This is an optimization exercise on Yosys and OpenROAD, whose aim is small area, a short achievable clock period and few clock cycles per item, not a production implementation.
At most, simulation tests tie the RTL to the original design; equivalence was not proved.

// conv_stream_mac
module conv_stream_mac
#(
    parameter int DATA_W = 8,
    parameter int KSIZE  = 4,
    parameter int OUT_W  = 16
) (
    input  logic                          clk,
    input  logic                          rst,
    input  logic                          k_valid,
    output logic                          k_ready,
    input  logic [DATA_W-1:0]             k_data,
    input  logic                          in_valid,
    output logic                          in_ready,
    input  logic [KSIZE*KSIZE*DATA_W-1:0] in_window,
    input  logic                          relu_en,
    output logic                          out_valid,
    input  logic                          out_ready,
    output logic [OUT_W-1:0]              out_data,
    output logic                          out_neg,
    output logic                          kernel_ok
);
For scale: about 3,200 cells after synthesis, roughly 660 flip-flops, ~160 I/O pins.
Settings: LEC_CHECK=0, ABC_AREA=1, CAP_MARGIN=20, CORE_MARGIN=2, CORE_UTILIZATION=60, SETUP_SLACK_MARGIN=2.7, SLEW_MARGIN=20, SYNTH_HIERARCHICAL=1; clock period 5.5 ns.
standard.sh (not shown) runs the stock make flow with config.mk's settings and CLKGATE_MAP_FILE= SYNTH_SCRIPT=/design/flow/synth_recipe.tcl, a recipe that flattens the netlist after the stock synthesis.
==> flow/flow/run.sh <==
#!/bin/bash
# Standard layout with two changes: the port buffers are buf_2 cells instead
# of the default choice (a slow delay buffer), and clock tree synthesis builds
# the tree from clkbuf_8 cells without dummy loads, up to 12 flip-flops per leaf buffer.
set -euo pipefail
export BUFFER_PORTS_ARGS="-buffer_cell sky130_fd_sc_hd__buf_2"
export CTS_ARGS="-sink_clustering_enable -repair_clock_nets -dont_use_dummy_load -buf_list sky130_fd_sc_hd__clkbuf_8 -sink_clustering_size 12 -sink_clustering_max_diameter 70"
bash standard.sh > standard_flow.log 2>&1
Testbench counts at the start, summed over its fixed seeds: cycles 7,632, items 7,200.
==> next run, changes <==
==> flow/flow/run.sh (replaced) <==
#!/bin/bash
# Standard layout with two changes: the port buffers are buf_2 cells instead
# of the default choice (a slow delay buffer), and clock tree synthesis builds
# the tree from clkbuf_8 cells without dummy loads.
set -euo pipefail
export BUFFER_PORTS_ARGS="-buffer_cell sky130_fd_sc_hd__buf_2"
export CTS_ARGS="-sink_clustering_enable -repair_clock_nets -dont_use_dummy_load -buf_list sky130_fd_sc_hd__clkbuf_8"
bash standard.sh > standard_flow.log 2>&1
Settings changed: SETUP_SLACK_MARGIN 2.7 to 2.5.
Effect:
- setup slack loses 0.13 ns
- die area stays the same
- hold slack degrades by 0.020 ns
- routed wire length barely changes
- register-to-register slack got worse by 0.07 ns
==> next run, changes <==
Settings changed: SETUP_SLACK_MARGIN 2.5 to 2.6.
=>
- via count is about the same
- routed wire length stays flat
- worst hold slack hardly moves
- cell count stays the same
- first-iteration DRC count stays flat
- cell area barely changes
- sequential cell count stays the same
- core utilization is about the same
- synthesized area stays the same

========
conv_stream_mac again, from the RTL that the note above started with.
==> flow/config.mk <==
export PLATFORM = sky130hd
export DESIGN_NAME = conv_stream_mac
export DESIGN_NICKNAME = conv_stream_mac
export VERILOG_FILES = /design/flow/design.v
export SDC_FILE = /design/flow/constraint.sdc
export NUM_CORES = 4
export LEC_CHECK = 0
export ABC_AREA = 1
export CAP_MARGIN = 20
export CORE_MARGIN = 2
export CORE_UTILIZATION = 60
export SETUP_SLACK_MARGIN = 2.9
export SLEW_MARGIN = 20
export SYNTH_HIERARCHICAL = 1
==> flow/constraint.sdc <==
create_clock -name core_clock -period 5.5 [get_ports {clk}]
set_input_delay 1.1000 -clock core_clock [delete_from_list [all_inputs] [get_ports {clk}]]
set_output_delay 1.1000 -clock core_clock [all_outputs]
set_load 0.01 [all_outputs]
==> flow/flow/run.sh <==
#!/bin/bash
# Standard layout with two changes: the port buffers are buf_2 cells instead
# of the default choice (a slow delay buffer), and clock tree synthesis builds
# the tree from clkbuf_8 cells without dummy loads.
set -euo pipefail
export BUFFER_PORTS_ARGS="-buffer_cell sky130_fd_sc_hd__buf_2"
export CTS_ARGS="-sink_clustering_enable -repair_clock_nets -dont_use_dummy_load -buf_list sky130_fd_sc_hd__clkbuf_8"
bash standard.sh > standard_flow.log 2>&1
The starting point finished clean.
Testbench counts at the start, summed over its fixed seeds: cycles 7,632, items 7,200.
Rerun with:
==> flow/flow/run.sh (replaced) <==
#!/bin/bash
# Standard layout with two changes: the port buffers are buf_2 cells instead
# of the default choice (a slow delay buffer), and clock tree synthesis builds
# the tree from clkbuf_8 cells without dummy loads, up to 14 flip-flops per leaf buffer.
set -euo pipefail
export BUFFER_PORTS_ARGS="-buffer_cell sky130_fd_sc_hd__buf_2"
export CTS_ARGS="-sink_clustering_enable -repair_clock_nets -dont_use_dummy_load -buf_list sky130_fd_sc_hd__clkbuf_8 -sink_clustering_size 14 -sink_clustering_max_diameter 80"
bash standard.sh > standard_flow.log 2>&1
Settings changed: SETUP_SLACK_MARGIN 2.9 to 2.6.
Outcome: The changed run completed with no timing, DRC or antenna violations. Synthesized area stays the same. Die area is unchanged. Synthesized cell count is unchanged.
Rerun with:
==> flow/flow/run.sh (replaced) <==
#!/bin/bash
# Standard layout with two changes: the port buffers are buf_2 cells instead
# of the default choice (a slow delay buffer), and clock tree synthesis builds
# the tree from clkbuf_8 cells without dummy loads.
set -euo pipefail
export BUFFER_PORTS_ARGS="-buffer_cell sky130_fd_sc_hd__buf_2"
export CTS_ARGS="-sink_clustering_enable -repair_clock_nets -dont_use_dummy_load -buf_list sky130_fd_sc_hd__clkbuf_8"
bash standard.sh > standard_flow.log 2>&1
Settings changed: CORE_UTILIZATION 60 to 70, SETUP_SLACK_MARGIN 2.6 to 2.7.
After rerunning: Non-clock buffer count climbs by 12. Via count climbs by a few percent. Clock-buffer cell count climbs by 48. Synthesized area is unchanged.
Rerun with:
==> flow/flow/run.sh (replaced) <==
#!/bin/bash
# Standard layout with two changes: the port buffers are buf_2 cells instead
# of the default choice (a slow delay buffer), and clock tree synthesis builds
# the tree from clkbuf_8 cells without dummy loads, up to 14 flip-flops per leaf buffer.
set -euo pipefail
export BUFFER_PORTS_ARGS="-buffer_cell sky130_fd_sc_hd__buf_2"
export CTS_ARGS="-sink_clustering_enable -repair_clock_nets -dont_use_dummy_load -buf_list sky130_fd_sc_hd__clkbuf_8 -sink_clustering_size 14 -sink_clustering_max_diameter 80"
bash standard.sh > standard_flow.log 2>&1
Settings changed: CORE_UTILIZATION 70 to 60, SETUP_SLACK_MARGIN 2.7 to 2.8.
=> Clock skew went up by 0.028 ns. Via count came out lower by 4.7%. Synthesized area stays the same. Non-clock buffer count came out higher by 29.
Rerun with:
Settings changed: SETUP_SLACK_MARGIN 2.8 to 2.7.
Sequential share of layout area came out higher by 0.33 points.
Die area is unchanged.
Fmax is about the same.
Routed wire length fell by 0.78%.

========
the previous run:
conv_stream_mac, a different RTL version from the one above (not shown whole).
Size in the first run: roughly 3600 cells after synthesis, ~620 flip-flops, ~160 I/O pins, ~39000 µm² of cells after synthesis.
// conv_stream_mac
module conv_stream_mac
#(
    parameter int DATA_W = 8,
    parameter int KSIZE  = 4,
    parameter int OUT_W  = 16
) (
    input  logic                          clk,
    input  logic                          rst,
    input  logic                          k_valid,
    output logic                          k_ready,
    input  logic [DATA_W-1:0]             k_data,
    input  logic                          in_valid,
    output logic                          in_ready,
    input  logic [KSIZE*KSIZE*DATA_W-1:0] in_window,
    input  logic                          relu_en,
    output logic                          out_valid,
    input  logic                          out_ready,
    output logic [OUT_W-1:0]              out_data,
    output logic                          out_neg,
    output logic                          kernel_ok
);
Settings: LEC_CHECK=0, ABC_AREA=1, CAP_MARGIN=20, CORE_MARGIN=2, CORE_UTILIZATION=60, SETUP_SLACK_MARGIN=2.9, SLEW_MARGIN=20, SYNTH_HIERARCHICAL=1; clock period 5.5 ns.
==> flow/flow/run.sh <==
#!/bin/bash
# Standard layout, but the port buffers are buf_2 cells instead of the
# default choice (a slow delay buffer), so inputs and outputs are not slowed.
set -euo pipefail
export BUFFER_PORTS_ARGS="-buffer_cell sky130_fd_sc_hd__buf_2"
bash standard.sh > standard_flow.log 2>&1
The previous run: flow completed, timing, DRC and antenna clean
[inputs] the current run vs the previous run
- SETUP_SLACK_MARGIN: 2.9 -> 2.7
==> flow/flow/run.sh <==
#!/bin/bash
# Standard layout with two changes: the port buffers are buf_2 cells instead
# of the default choice (a slow delay buffer), and clock tree synthesis builds
# the tree from clkbuf_8 cells without dummy loads, up to 14 flip-flops per leaf buffer.
set -euo pipefail
export BUFFER_PORTS_ARGS="-buffer_cell sky130_fd_sc_hd__buf_2"
export CTS_ARGS="-sink_clustering_enable -repair_clock_nets -dont_use_dummy_load -buf_list sky130_fd_sc_hd__clkbuf_8 -sink_clustering_size 14 -sink_clustering_max_diameter 80"
bash standard.sh > standard_flow.log 2>&1
[summary]
Cmp the current run vs the previous run: amount of wire on met3 after detailed routing higher in the current run. The flow did not stop early for the current run: all stages ran, and the layout cleared the timing, DRC and antenna checks. The current run against the previous run: combined global-route utilization of all metal layers now larger; sequential share of layout area now larger; worst setup slack now smaller. Of the two values seen for worst setup path endpoint, cs2[8] was produced by the previous run and cs1[115] by the current run. Looking at the current run and the previous run, the footprint of the flip-flops and latches is a wash.
No run of this note included a check of the RTL's function; only the layout flow was run.

========
conv_stream_mac, a different RTL version from the one above (not shown whole).
Size: ~3200 cells after synthesis, about 680 flip-flops, about 40000 sq um of cells after synthesis.
Design conv_stream_mac, start of the top module:
module conv_stream_mac
#(
    parameter int DATA_W = 8,
    parameter int KSIZE  = 4,
    parameter int OUT_W  = 16
) (
    input  logic                          clk,
    input  logic                          rst,
    input  logic                          k_valid,
    output logic                          k_ready,
    input  logic [DATA_W-1:0]             k_data,
    input  logic                          in_valid,
    output logic                          in_ready,
    input  logic [KSIZE*KSIZE*DATA_W-1:0] in_window,
    input  logic                          relu_en,
    output logic                          out_valid,
    input  logic                          out_ready,
    output logic [OUT_W-1:0]              out_data,
    output logic                          out_neg,
    output logic                          kernel_ok
);
export LEC_CHECK = 0
export ABC_AREA = 1
export ABC_CLOCK_PERIOD_IN_PS = 2600
export CAP_MARGIN = 20
export CORE_MARGIN = 2
export CORE_UTILIZATION = 60
export SETUP_SLACK_MARGIN = 2.9
export SLEW_MARGIN = 20
export SYNTH_HIERARCHICAL = 1
create_clock -name core_clock -period 5.5 [get_ports {clk}]
==> flow/flow/run.sh <==
#!/bin/bash
# Standard layout with two changes: the port buffers are buf_2 cells instead
# of the default choice (a slow delay buffer), and clock tree synthesis builds
# the tree from clkbuf_8 cells without dummy loads.
set -euo pipefail
export BUFFER_PORTS_ARGS="-buffer_cell sky130_fd_sc_hd__buf_2"
export CTS_ARGS="-sink_clustering_enable -repair_clock_nets -dont_use_dummy_load -buf_list sky130_fd_sc_hd__clkbuf_8"
bash standard.sh > standard_flow.log 2>&1
Edit:
--- a/flow/flow/run.sh
+++ b/flow/flow/run.sh
@@ -4 +4 @@
-# the tree from clkbuf_8 cells without dummy loads.
+# the tree from clkbuf_4 cells without dummy loads.
@@ -7 +7 @@
-export CTS_ARGS="-sink_clustering_enable -repair_clock_nets -dont_use_dummy_load -buf_list sky130_fd_sc_hd__clkbuf_8"
+export CTS_ARGS="-sink_clustering_enable -repair_clock_nets -dont_use_dummy_load -buf_list sky130_fd_sc_hd__clkbuf_4"
ABC_CLOCK_PERIOD_IN_PS = unset   (was 2600)
After rerunning:
- clock skew came out higher by 0.055 ns
- cell count grows by 1.7%
- wire length went up by 0.40%
- setup slack degrades by 0.33 ns
- final area falls by 0.37%
No functional check of the RTL was part of any run of this note.

[static timing again, ports no longer ideal]
Ports are ideal in the flow. The routed layouts listed here were re-timed in OpenROAD.
Step 1 assumes that a clkbuf_16 drives the clock port and a buf_2 every other input.
Step 2 adds t to the input delays and takes it off the output delays; t is the mean of the earliest and latest rising clock arrival at the registers after step 1. Input paths then give back, and output paths get back, about the clock's delay inside the block.
Three values: no drivers, after step 1, after step 2; two values: the first two.
| run | t, ns | setup WS [ns] | clock arrival spread, ns | worst data-port slew with drivers (ns) | pins driven straight from the clock port |
|---|---|---|---|---|---|
| the first run of note 1 | 0.708 | 2.810 / 2.750 / 2.233 | 0.070 / 0.069 | 0.04 | 1 |
| the second run of note 1 | 0.773 | 2.677 / 2.609 / 2.161 | 0.102 / 0.102 | 0.04 | 1 |
| the third run of note 1 | 0.770 | 2.675 / 2.675 / 2.160 | 0.102 / 0.101 | 0.04 | 1 |
| the first run of note 2 | 0.756 | 2.847 / 2.808 / 2.167 | 0.101 / 0.100 | 0.05 | 1 |
| the second run of note 2 | 0.749 | 2.663 / 2.663 / 2.166 | 0.060 / 0.060 | 0.04 | 1 |
| the third run of note 2 | 0.763 | 2.732 / 2.732 / 2.096 | 0.054 / 0.054 | 0.06 | 1 |
| the fourth run of note 2 | 0.738 | 2.800 / 2.800 / 2.113 | 0.078 / 0.077 | 0.05 | 1 |
| the fifth run of note 2 | 0.748 | 2.795 / 2.749 / 2.242 | 0.063 / 0.063 | 0.04 | 1 |
| the previous run | 0.683 | 2.876 / 2.870 / 2.294 | 0.032 / 0.033 | 0.04 | 1 |
| the current run | 0.722 | 2.742 / 2.702 / 2.173 | 0.096 / 0.096 | 0.05 | 1 |
| the first run of note 4 | 0.769 | 2.844 / 2.797 / 2.215 | 0.074 / 0.074 | 0.05 | 1 |
| the second run of note 4 | 1.097 | 2.516 / 2.451 / 2.130 | 0.141 / 0.141 | 0.05 | 1 |
After both steps setup and hold are still met in every run listed. The setup slack of the fourth run of note 2, which loses most, moves by 0.000 ns with the drivers and by -0.687 ns with both steps.
